What follows belongs to an exercise in optimizing a design on an open flow for small area, a short achievable clock period and few clock cycles per item; a production flow would make more cautious choices.
Only simulation tests tie the RTL to the original design; equivalence was not proved.

## axi4_lite_regfile
module axi4_lite_regfile #(
  parameter int ADDRESS_WIDTH = 32,
  parameter int DATA_WIDTH    = 32,
  parameter int DATA_DEPTH    = 32,
  parameter logic [ADDRESS_WIDTH-1:0] BASE_ADDR = '0
) (
  input  logic                       ACLK,
  input  logic                       ARESET,
  input  logic [ADDRESS_WIDTH-1:0]   S_AXI_AWADDR,
  input  logic                       S_AXI_AWVALID,
  output logic                       S_AXI_AWREADY,
  input  logic [DATA_WIDTH-1:0]      S_AXI_WDATA,
  input  logic [DATA_WIDTH/8-1:0]    S_AXI_WSTRB,
  input  logic                       S_AXI_WVALID,
  output logic                       S_AXI_WREADY,
  output logic [1:0]                 S_AXI_BRESP,
  output logic                       S_AXI_BVALID,
  input  logic                       S_AXI_BREADY,
  input  logic [ADDRESS_WIDTH-1:0]   S_AXI_ARADDR,
  input  logic                       S_AXI_ARVALID,
  output logic                       S_AXI_ARREADY,
  output logic [DATA_WIDTH-1:0]      S_AXI_RDATA,
  output logic [1:0]                 S_AXI_RRESP,
  output logic                       S_AXI_RVALID,
  input  logic                       S_AXI_RREADY
);
Size: ~4000 cells after synthesis, roughly 1200 flip-flops, roughly 150 I/O pins.
export LEC_CHECK = 0
export ABC_CLOCK_PERIOD_IN_PS = 2500
export CAP_MARGIN = 20
export CORE_MARGIN = 2
export CORE_UTILIZATION = 65
export CTS_CLUSTER_DIAMETER = 100
export CTS_CLUSTER_SIZE = 28
export SETUP_SLACK_MARGIN = 2.9
export SLEW_MARGIN = 20
export SYNTH_HIERARCHICAL = 1
create_clock -name core_clock -period 5.0 [get_ports {ACLK}]
run.sh (not shown) runs the stock make flow with config.mk's settings and CLKGATE_MAP_FILE= SYNTH_SCRIPT=/design/flow/synth_recipe.tcl, a recipe that flattens the netlist after the stock synthesis.
The baseline produced a clean layout.
Testbench counts at the start, summed over its fixed seeds: cycles 4,345, items 8,000.
Next try:
Settings changed: CORE_UTILIZATION 65 to 40, CTS_CLUSTER_SIZE 28 to 25, SETUP_SLACK_MARGIN 2.9 to 2.7.
Non-clock buffer count is lower by 6.
Core utilization fell by 26 points.
Global-route usage came out lower by 17 points.

* * *

## try-pepper
Another version of the RTL of axi4_lite_regfile (not shown whole).
Size in the first run: roughly 3700 cells after synthesis, roughly 1100 flip-flops, roughly 49000 sq um of cells after synthesis.
clock: 5.0 ns
lec_check: 0
abc_clock_period_in_ps: 2500
cap_margin: 20
core_margin: 2
core_utilization: 40
setup_slack_margin: 3.0
slew_margin: 20
Testbench counts of try-pepper, summed over its fixed seeds: cycles 4,345, items 8,000.
#### Input delta (try-delta over try-pepper)
--- a/flow/config.mk
+++ b/flow/config.mk
@@ -12 +12 @@
-export SETUP_SLACK_MARGIN = 3.0
+export SETUP_SLACK_MARGIN = 2.5
Findings:
Per the comparison of try-delta with try-pepper, setup slack now smaller, wire length now smaller, area added between synthesis and finish dropped 13 points.
Input-level comparison between try-tundra and try-delta:
--- a/flow/config.mk
+++ b/flow/config.mk
@@ -8 +7,0 @@
-export ABC_CLOCK_PERIOD_IN_PS = 2500
@@ -12 +10,0 @@
-export SETUP_SLACK_MARGIN = 2.5
- From try-delta to try-tundra the numbers moved as follows: largest stage delay on the critical path went up 220 ps; logic depth of the worst path, buffers included increased 2; met3 wire length saw a decrease.
- As far as post-synthesis cell count goes, try-delta and try-tundra are indistinguishable; the numbers are identical.
- Summary: with try-delta as the reference, length of routed wiring on met1 in try-tundra moved down slightly.
- Comparing try-delta and try-tundra, the higher sequential share of layout area is on try-tundra.
- Run comparison: try-tundra destination of the critical timing path r_rdata[30]$_DFFE_PP0P_; try-delta destination of the critical timing path r_mem[24][19]$_DFFE_PP0P_
- try-tundra packs its core looser than try-delta.
- Between try-delta and try-tundra, multi-input gate share of the layout cell area is lower for try-tundra, try-delta comes in above that.
- Going from try-delta to try-tundra, the aggregate global-route resource usage was found to have gone down by 0.58 points.
- Against try-delta, final non-filler cell area in try-tundra came out better.

## re-timing with driven ports
In the flow no input, the clock included, has a driving cell. The finished layouts below were timed again as built, in two steps.
Step 1 assumes that a clkbuf_16 drives the clock port and a buf_2 every other input.
Step 2 also shifts input and output timing later by t, the mid clock arrival at the registers, as if the neighbouring blocks saw the same clock.
a / b / c = ideal / step 1 / step 2; a / b = the first two.
run | t, ns | slack for setup (ns) | worst register clock-pin slew, ns | worst data-port slew with drivers (ns)
the first run of note 1 | 0.714 | 2.740 / 2.668 / 2.263 | 0.12 / 0.12 | 0.05
the second run of note 1 | 0.779 | 2.582 / 2.571 / 2.059 | 0.11 / 0.11 | 0.17
try-pepper | 0.803 | 2.332 / 2.332 / 1.938 | 0.08 / 0.08 | 0.06
try-delta | 0.786 | 2.226 / 2.226 / 1.871 | 0.07 / 0.07 | 0.06
try-tundra | 0.778 | 1.246 / 1.246 / 1.246 | 0.07 / 0.07 | 0.06
After both steps every run listed still meets setup and hold. The setup slack of the second run of note 1, which loses most, moves by -0.011 ns with the drivers and by -0.523 ns with both steps.
